This design comes from an exercise in tuning for small area and a short achievable clock period on the open sky130 flow, not from production work. Function was checked by simulation only, so behaviour that the tests miss may differ from the original.

==> design/flow/design.v <==
`timescale 1ns/1ps
package fp_mul_pkg;
    localparam int EXP_BIAS = 127;
    localparam int EXP_MAX  = 255;
    localparam int SIG_W  = 24;
    localparam int PROD_W = 48;
    localparam int NORM_W = 27;
    localparam logic [31:0] QNAN_WORD      = 32'h7FC0_0000;
    localparam logic [30:0] MAX_FINITE_MAG = 31'h7F7F_FFFF;
    typedef struct packed {
        logic        sign;
        logic [7:0]  exp;
        logic [22:0] frac;
    } float32_fields_s;
    typedef union packed {
        logic [31:0]     bits;
        float32_fields_s f;
    } float32_t;
    typedef enum logic [2:0] {
        RM_RNE = 3'd0,
        RM_RTZ = 3'd1,
        RM_RDN = 3'd2,
        RM_RUP = 3'd3,
        RM_RMM = 3'd4
    } round_mode_e;
    localparam int EXP_SUM_W = 10;
    localparam int BOOTH_DIGITS = SIG_W / 2 + 1;
    typedef struct packed {
        logic zero;
        logic inf;
        logic nan;
    } fp_class_s;
    typedef enum logic [1:0] {
        SP_NONE = 2'd0,
        SP_ZERO = 2'd1,
        SP_INF  = 2'd2,
        SP_NAN  = 2'd3
    } special_e;
    typedef struct packed {
        logic                        valid;
        logic                        sign;
        logic signed [EXP_SUM_W-1:0] exp_sum;
        logic [SIG_W-1:0]            sig_x;
        logic [SIG_W-1:0]            sig_y;
        special_e                    special;
        round_mode_e                 mode;
    } unpack_s;
    typedef struct packed {
        logic                        valid;
        logic                        sign;
        logic signed [EXP_SUM_W-1:0] exp_sum;
        logic [PROD_W-1:0]           product;
        special_e                    special;
        round_mode_e                 mode;
    } product_s;
    typedef struct packed {
        logic                        valid;
        logic                        sign;
        logic signed [EXP_SUM_W-1:0] exp_adj;
        logic [NORM_W-1:0]           sig_norm;
        special_e                    special;
        round_mode_e                 mode;
    } norm_s;
endpackage
`timescale 1ns/1ps
module fp_unpack (
    input  logic        clk,
    input  logic        arst_n,
    input  logic        in_valid,
    input  fp_mul_pkg::float32_t    fp_x,
    input  fp_mul_pkg::float32_t    fp_y,
    input  fp_mul_pkg::round_mode_e r_mode,
    output fp_mul_pkg::unpack_s     stage_out
);
    fp_mul_pkg::fp_class_s cls_x;
    fp_mul_pkg::fp_class_s cls_y;
    fp_mul_pkg::special_e  special;
    fp_mul_pkg::unpack_s   unpack_next;
    assign cls_x.zero = (fp_x.f.exp == '0);
    assign cls_x.inf  = (fp_x.f.exp == 8'(fp_mul_pkg::EXP_MAX)) && (fp_x.f.frac == '0);
    assign cls_x.nan  = (fp_x.f.exp == 8'(fp_mul_pkg::EXP_MAX)) && (fp_x.f.frac != '0);
    assign cls_y.zero = (fp_y.f.exp == '0);
    assign cls_y.inf  = (fp_y.f.exp == 8'(fp_mul_pkg::EXP_MAX)) && (fp_y.f.frac == '0);
    assign cls_y.nan  = (fp_y.f.exp == 8'(fp_mul_pkg::EXP_MAX)) && (fp_y.f.frac != '0);
    always_comb begin
        if (cls_x.nan || cls_y.nan ||
            (cls_x.inf && cls_y.zero) || (cls_y.inf && cls_x.zero)) begin
            special = fp_mul_pkg::SP_NAN;
        end else if (cls_x.inf || cls_y.inf) begin
            special = fp_mul_pkg::SP_INF;
        end else if (cls_x.zero || cls_y.zero) begin
            special = fp_mul_pkg::SP_ZERO;
        end else begin
            special = fp_mul_pkg::SP_NONE;
        end
    end
    always_comb begin
        unpack_next.valid   = in_valid;
        unpack_next.sign    = fp_x.f.sign ^ fp_y.f.sign;
        unpack_next.exp_sum = {2'b00, fp_x.f.exp} + {2'b00, fp_y.f.exp}
                              - fp_mul_pkg::EXP_SUM_W'(fp_mul_pkg::EXP_BIAS);
        unpack_next.special = special;
        unpack_next.mode    = r_mode;
        if (special == fp_mul_pkg::SP_NONE) begin
            unpack_next.sig_x = {1'b1, fp_x.f.frac};
            unpack_next.sig_y = {1'b1, fp_y.f.frac};
        end else begin
            unpack_next.sig_x = '0;
            unpack_next.sig_y = '0;
        end
    end
    always_ff @(posedge clk or negedge arst_n) begin
        if (!arst_n) begin
            stage_out <= '0;
        end else begin
            stage_out <= unpack_next;
        end
    end
endmodule
`timescale 1ns/1ps
module booth_multiplier (
    input  logic     clk,
    input  logic     arst_n,
    input  fp_mul_pkg::unpack_s  stage_in,
    output fp_mul_pkg::product_s stage_out
);
    logic [fp_mul_pkg::SIG_W+2:0]  y_ext;
    logic [fp_mul_pkg::PROD_W-1:0] x_ext;
    logic [fp_mul_pkg::PROD_W-1:0] prod_sum;
    function automatic logic [fp_mul_pkg::PROD_W-1:0] booth_pp(
        input logic [2:0]        digit,
        input logic [fp_mul_pkg::PROD_W-1:0] mcand
    );
        case (digit)
            3'b001, 3'b010: begin
                booth_pp = mcand;
            end
            3'b011: begin
                booth_pp = mcand << 1;
            end
            3'b100: begin
                booth_pp = -(mcand << 1);
            end
            3'b101, 3'b110: begin
                booth_pp = -mcand;
            end
            default: begin
                booth_pp = '0;
            end
        endcase
    endfunction
    assign y_ext = {2'b00, stage_in.sig_y, 1'b0};
    assign x_ext = {{(fp_mul_pkg::PROD_W - fp_mul_pkg::SIG_W){1'b0}}, stage_in.sig_x};
    always_comb begin
        prod_sum = '0;
        for (int i = 0; i < fp_mul_pkg::BOOTH_DIGITS; i++) begin
            prod_sum = prod_sum + (booth_pp(y_ext[2*i +: 3], x_ext) << (2 * i));
        end
    end
    always_ff @(posedge clk or negedge arst_n) begin
        if (!arst_n) begin
            stage_out <= '0;
        end else begin
            stage_out.valid   <= stage_in.valid;
            stage_out.sign    <= stage_in.sign;
            stage_out.exp_sum <= stage_in.exp_sum;
            stage_out.product <= prod_sum;
            stage_out.special <= stage_in.special;
            stage_out.mode    <= stage_in.mode;
        end
    end
endmodule
`timescale 1ns/1ps
module fp_normalize (
    input  logic     clk,
    input  logic     arst_n,
    input  fp_mul_pkg::product_s stage_in,
    output fp_mul_pkg::norm_s    stage_out
);
    logic                        norm_n;
    logic [fp_mul_pkg::PROD_W-1:0]           prod_shift;
    logic [fp_mul_pkg::NORM_W-1:0]           sig_norm;
    logic signed [fp_mul_pkg::EXP_SUM_W-1:0] exp_adj;
    assign norm_n     = stage_in.product[fp_mul_pkg::PROD_W-1];
    assign prod_shift = norm_n ? stage_in.product : (stage_in.product << 1);
    assign sig_norm = {prod_shift[fp_mul_pkg::PROD_W-1 -: fp_mul_pkg::NORM_W-1],
                       |prod_shift[fp_mul_pkg::PROD_W-fp_mul_pkg::NORM_W:0]};
    assign exp_adj = stage_in.exp_sum + fp_mul_pkg::EXP_SUM_W'(norm_n);
    always_ff @(posedge clk or negedge arst_n) begin
        if (!arst_n) begin
            stage_out <= '0;
        end else begin
            stage_out.valid    <= stage_in.valid;
            stage_out.sign     <= stage_in.sign;
            stage_out.exp_adj  <= exp_adj;
            stage_out.sig_norm <= sig_norm;
            stage_out.special  <= stage_in.special;
            stage_out.mode     <= stage_in.mode;
        end
    end
endmodule
`timescale 1ns/1ps
module fp_round (
    input  logic     clk,
    input  logic     arst_n,
    input  fp_mul_pkg::norm_s    stage_in,
    output logic     out_valid,
    output fp_mul_pkg::float32_t fp_z,
    output logic     ovrf,
    output logic     udrf
);
    logic [22:0]                 frac_trunc;
    logic                        lsb;
    logic                        guard;
    logic                        rnd_stk;
    logic                        round_inc;
    logic [23:0]                 frac_rnd;
    logic signed [fp_mul_pkg::EXP_SUM_W-1:0] exp_rnd;
    logic                        exp_ovf;
    logic                        exp_udf;
    logic                        ovf_to_inf;
    fp_mul_pkg::float32_t                    inf_word;
    fp_mul_pkg::float32_t                    z_next;
    logic                        ovf_next;
    logic                        udf_next;
    assign frac_trunc = stage_in.sig_norm[fp_mul_pkg::NORM_W-2 -: 23];
    assign lsb        = stage_in.sig_norm[3];
    assign guard      = stage_in.sig_norm[2];
    assign rnd_stk    = |stage_in.sig_norm[1:0];
    always_comb begin
        case (stage_in.mode)
            fp_mul_pkg::RM_RTZ:  round_inc = 1'b0;
            fp_mul_pkg::RM_RDN:  round_inc = stage_in.sign & (guard | rnd_stk);
            fp_mul_pkg::RM_RUP:  round_inc = ~stage_in.sign & (guard | rnd_stk);
            fp_mul_pkg::RM_RMM:  round_inc = guard;
            default: round_inc = guard & (rnd_stk | lsb);
        endcase
    end
    assign frac_rnd = {1'b0, frac_trunc} + 24'(round_inc);
    assign exp_rnd  = stage_in.exp_adj + fp_mul_pkg::EXP_SUM_W'(frac_rnd[23]);
    assign exp_ovf  = (exp_rnd >= fp_mul_pkg::EXP_MAX);
    assign exp_udf  = (exp_rnd <= 0);
    always_comb begin
        case (stage_in.mode)
            fp_mul_pkg::RM_RTZ:  ovf_to_inf = 1'b0;
            fp_mul_pkg::RM_RDN:  ovf_to_inf = stage_in.sign;
            fp_mul_pkg::RM_RUP:  ovf_to_inf = ~stage_in.sign;
            default: ovf_to_inf = 1'b1;
        endcase
    end
    assign inf_word.bits = {stage_in.sign, 8'(fp_mul_pkg::EXP_MAX), 23'b0};
    always_comb begin
        ovf_next = 1'b0;
        udf_next = 1'b0;
        case (stage_in.special)
            fp_mul_pkg::SP_NAN:  z_next.bits = fp_mul_pkg::QNAN_WORD;
            fp_mul_pkg::SP_INF:  z_next = inf_word;
            fp_mul_pkg::SP_ZERO: z_next.bits = {stage_in.sign, 31'b0};
            default: begin
                if (exp_ovf) begin
                    ovf_next    = 1'b1;
                    z_next.bits = ovf_to_inf ? inf_word.bits
                                             : {stage_in.sign, fp_mul_pkg::MAX_FINITE_MAG};
                end else if (exp_udf) begin
                    udf_next    = 1'b1;
                    z_next.bits = {stage_in.sign, 31'b0};
                end else begin
                    z_next.f.sign = stage_in.sign;
                    z_next.f.exp  = exp_rnd[7:0];
                    z_next.f.frac = frac_rnd[22:0];
                end
            end
        endcase
    end
    always_ff @(posedge clk or negedge arst_n) begin
        if (!arst_n) begin
            out_valid <= 1'b0;
            fp_z      <= '0;
            ovrf      <= 1'b0;
            udrf      <= 1'b0;
        end else begin
            out_valid <= stage_in.valid;
            fp_z      <= z_next;
            ovrf      <= stage_in.valid & ovf_next;
            udrf      <= stage_in.valid & udf_next;
        end
    end
endmodule
`timescale 1ns/1ps
module fp_mul_top (
    input  logic        clk,
    input  logic        arst_n,
    input  logic        in_valid,
    input  logic [31:0] fp_x,
    input  logic [31:0] fp_y,
    input  logic [2:0]  r_mode,
    output logic        out_valid,
    output logic [31:0] fp_z,
    output logic        ovrf,
    output logic        udrf
);
    fp_mul_pkg::unpack_s  s1_unpack;
    fp_mul_pkg::product_s s2_product;
    fp_mul_pkg::norm_s    s3_norm;
    fp_unpack u_unpack (
        .clk       (clk),
        .arst_n    (arst_n),
        .in_valid  (in_valid),
        .fp_x      (fp_x),
        .fp_y      (fp_y),
        .r_mode    (fp_mul_pkg::round_mode_e'(r_mode)),
        .stage_out (s1_unpack)
    );
    booth_multiplier u_booth (
        .clk       (clk),
        .arst_n    (arst_n),
        .stage_in  (s1_unpack),
        .stage_out (s2_product)
    );
    fp_normalize u_normalize (
        .clk       (clk),
        .arst_n    (arst_n),
        .stage_in  (s2_product),
        .stage_out (s3_norm)
    );
    fp_round u_round (
        .clk       (clk),
        .arst_n    (arst_n),
        .stage_in  (s3_norm),
        .out_valid (out_valid),
        .fp_z      (fp_z),
        .ovrf      (ovrf),
        .udrf      (udrf)
    );
endmodule
==> design/flow/run.sh <==
#!/bin/bash
# synth_recipe.tcl (not shown) runs the flow's synth.tcl, then flattens the netlist and writes it again
# the make line also repeats each setting of config.mk as NAME=value (left out here)
make -C /OpenROAD-flow-scripts/flow DESIGN_CONFIG=/design/flow/config.mk WORK_HOME=/design/flow/orfs CLKGATE_MAP_FILE= SYNTH_SCRIPT=/design/flow/synth_recipe.tcl finish
==> design/flow/config.mk <==
export PLATFORM = sky130hd
export DESIGN_NAME = fp_mul_top
export DESIGN_NICKNAME = fp_mul_top
export VERILOG_FILES = /design/flow/design.v
export SDC_FILE = /design/flow/constraint.sdc
export NUM_CORES = 4
export LEC_CHECK = 0
export CAP_MARGIN = 20
export CORE_MARGIN = 2
export CORE_UTILIZATION = 40
export SLEW_MARGIN = 20
==> design/flow/constraint.sdc <==
create_clock -name core_clock -period 8.5 [get_ports {clk}]
set_input_delay 1.7000 -clock core_clock [delete_from_list [all_inputs] [get_ports {clk}]]
set_output_delay 1.7000 -clock core_clock [all_outputs]
set_load 0.01 [all_outputs]
==> summary.txt <==
final cells by class:
class	instances	area [um^2]	share of cell area [%]
Inverter	432	1620	4.67
Clock inverter	19	269	0.774
Tap cell	1030	1290	3.71
Clock buffer	27	653	1.88
Multi-Input combinational cell	2836	22900	66.0
Timing Repair Buffer	328	2770	7.98
Sequential cell	207	5190	14.9
state kept, by name (all words and copies together) (netlist names):
| signal | flops |
|---|---|
| u_booth.stage_out | 65 |
| u_normalize.stage_out | 43 |
| u_round.udrf | 1 |
| u_round.out_valid | 1 |
| u_round.ovrf | 1 |
| u_unpack.stage_out | 64 |
| u_round.fp_z | 32 |
cells by family (layout without fill, tap and decap cells):
logic type	count (synthesis)	in the layout	synth area share [%]
AOI/OAI and AO/OA	1127	1127	24.0
xor gates and xnor gates	258	258	7.30
adders and majority gates	462	462	27.4
buffers and inverters	776	806	9.50
DFF	207	207	16.7
muxes	48	48	1.75
and+or+nand+nor	941	941	13.3
synth_stat cells (28+ instances only):
cell,number,area (um^2)
buf_1,40,150
clkbuf_1,292,1100
o22ai_1,119,744
xnor2_1,167,1460
inv_1,424,1590
a21oi_1,253,1270
ha_1,103,1290
o221ai_1,28,245
a221oi_1,116,1020
dfrtp_1,207,5180
fa_1,359,7190
and2_1,54,338
nor2_1,301,1130
a21o_1,41,308
xor2_1,91,797
o211ai_1,31,233
a22oi_1,50,375
nand2_1,391,1470
nand3_1,33,165
a221o_1,70,701
o21ai_0,272,1360
mux2_2,29,327
metal layers:
metal	share of wire (%)	GRT usage, %
met1	38	44.6
met3	14	10.8
met4	7.2	19.5
met5	0.038	0
met2	41	50.8
worst max path at each step:
| stage | to | slack [ns] | cells after the start |
|---|---|---|---|
| CTS | u_booth.stage_out[49] | 0.07 | 29 |
| floorplan | u_booth.stage_out[50] | 0.21 | 35 |
| global placement | u_booth.stage_out[49] | 0.19 | 29 |
| global route | u_booth.stage_out[45] | 0.009 | 31 |
| finish | u_booth.stage_out[50] | 0.39 | 26 |
| detailed placement | u_booth.stage_out[49] | 0.11 | 29 |
metrics by stage:
stage               util (%)  hold slack, ns  worst slack [ns]
floorplan                  -           0.331             0.209
global placement        44.2           0.333             0.190
detailed placement      44.3           0.335             0.113
CTS                     45.5           0.345            0.0739
global route            45.6           0.349           0.00881
finish                  45.6           0.328             0.391
repair_timing:
action                     4_1_cts  5_1_grt
buffers inserted                 0        0
setup endpoints to repair        0       11
gates resized for setup          0       26
==> impl_table.tex <==
\begin{tabular}{lr}
\hline
Metric & Value \\
\hline
\multicolumn{2}{l}{\textbf{Clock tree}} \\
CTS H-tree lvls & 1 \\
Maximum buffer depth of the clock tree & 3 \\
Hold-fix buffers at CTS & 0 \\
Number of buffers created by CTS & 25 \\
Clock tree from TritonCTS & done \\
Clk\_lat worst skew & 0.59 ns \\
Number of sinks handled by clock tree synthesis & 207 \\
Buffer cell driving the clock tree root & clkbuf\_16 \\
Clock slew at reported path FFs & 0.06 ns \\
\multicolumn{2}{l}{\textbf{Timing}} \\
Setup clock skew after layout & 0.0349 ns \\
Total Neg Setup Slack & 0 ns \\
Final worst path period need & 8.11 ns \\
Slew Viols, Final & 0 \\
Hold violation count in the final report & 0 \\
Highest achievable clock rate & 0.123 GHz \\
Max-slew headroom & 18.7\% \\
Unrepaired setup endpoints after global routing & false \\
Setup violation total in the final timing report & 0 \\
Transition time at the pin with the least slew margin & 1.22 ns \\
Final worst path period share & 95.4\% \\
\multicolumn{2}{l}{\textbf{Detailed routing}} \\
Wire length reported by the detailed router & 137 mm \\
Starting DRT DRC Count & 4255 \\
Detailed-route DRC error count & 0 \\
Number of search-and-repair iterations in the first detailed-routing pass & 9 \\
Total vias in the final route & 30388 \\
Detail-routed net length per standard cell & 28.2 um \\
Vias per std cell & 6.23 \\
Number of routed nets with antenna violations & 0 \\
\multicolumn{2}{l}{\textbf{Floorplan}} \\
DIE AREA & 79600 um\^{}2 \\
Vertical die dimension & 282 um \\
Area inside the core boundary & 76200 um\^{}2 \\
Site Rows & 101 \\
Count of pins on the block boundary & 105 \\
Initial Util & 40.6\% \\
Horizontal die dimension & 282 um \\
\multicolumn{2}{l}{\textbf{Worst setup path}} \\
Data arrival time of the critical path & 8.54 ns \\
Worst setup EP type & register \\
Crit Path Class & reg2reg \\
R2R depth & 26 \\
Critical path fanouts, max & 7 \\
FF-to-FF setup slack & 0.39 ns \\
Capturing point of the worst reg2reg path & u\_booth.stage\_out[50] \\
Crit path required time & 8.94 ns \\
Critical Path Source Type & register \\
Critical path buffer and inverter count & 4 \\
Worst stage delay on the critical path & 0.60 ns \\
Cell family contributing the most delay on the critical path & adder cells \\
Slowest-stage cell, CP & fa\_1 \\
Launch point of the critical path & u\_unpack.stage\_out[32] \\
Cell mode on critical path & fa\_1 \\
Worst reg2reg path startpoint & u\_unpack.stage\_out[32] \\
\multicolumn{2}{l}{\textbf{Final layout}} \\
Antenna diode instance count & 0 \\
Post-layout net count & 4362 \\
Fraction of final layout cells sized beyond drive strength 1 & 9.41\% \\
\# fillers & 7559 \\
Most frequent standard cell in the layout excluding fill and tap cells & inv\_1 \\
Total non-filler cell area in the finished layout & 34700 um\^{}2 \\
Commonest cells after routing, fill and taps aside & inv\_1, nand2\_1, fa\_1, nor2\_1, o21ai\_0 \\
Count of placed standard cells in the final layout, fillers left out & 4879 \\
Area grow syn2layout & 12.3\% \\
\multicolumn{2}{l}{\textbf{Synthesis}} \\
Number of enable-type register cells in the synthesized netlist & 0 \\
Count of warnings emitted by yosys & 4 \\
Number of nets in the synthesized netlist & 4351 \\
Post-synthesis area per instance & 8.10 um\^{}2 \\
Synth Register Bits & 207 \\
Share of flip-flops with an asynchronous set or reset & 100\% \\
Synthesized netlist cell count & 3819 \\
Synth cell types & 74 \\
Mapped Area & 30900 um\^{}2 \\
Main synth FF type & dfrtp\_1 \\
Post-synthesis sequential area ratio & 16.7\% \\
\multicolumn{2}{l}{\textbf{Place}} \\
Port Buffers & 104 \\
Detailed placer's ending HPWL & 104 mm \\
Area after DPL & 33700 um\^{}2 \\
Weighted congestion at the end of routability-driven global placement & 1.04 \\
Placed Cells incl. Taps & 4833 \\
\multicolumn{2}{l}{\textbf{Global route}} \\
Overflow left after global routing & 0 \\
Pin count of the biggest net entering global routing & 95 \\
Total routing usage reported by global routing & 34.4\% \\
Global-route wire length before repair & 201 mm \\
Via count of the first global-routing pass & 29649 \\
Initial antenna violation count & 6 \\
\multicolumn{2}{l}{\textbf{Hold path}} \\
Launch point of the worst hold path & u\_unpack.stage\_out[1] \\
Cell depth of the worst hold path & 0 \\
Path class of the lowest-slack min-delay path & reg2reg \\
Hold Crit Endpoint & u\_booth.stage\_out[1] \\
\multicolumn{2}{l}{\textbf{Flow run}} \\
Max-cap violations & 0 \\
\multicolumn{2}{l}{\textbf{Status}} \\
Result of the run & complete, no violations \\
\hline
\end{tabular}

afterwards: timing with drivers on the ports:
How much do the figures lean on ideal ports? The routed layout below was timed once more, with nothing changed but the port constraints.
Step 1, drivers: a clkbuf_16 drives clk and a buf_2 each remaining input, both assumed.
Step 2 times the ports against the registers' clock, not the clock port: input delays grow and output delays shrink by t, the midpoint of the rising clock arrivals with the driver on.
Three values: ideal, step 1, step 2; two values: the first two.
shift t [ns]: 0.645
slack for setup (ns): 0.391 / 0.391 / 0.391
worst register clock-pin slew, ns: 0.06 / 0.06
cell pins on the clock port's net: 1
After both steps this run still meets setup and hold. For this run, drivers alone change the setup slack by 0.000 ns; drivers and shift together by 0.000 ns.
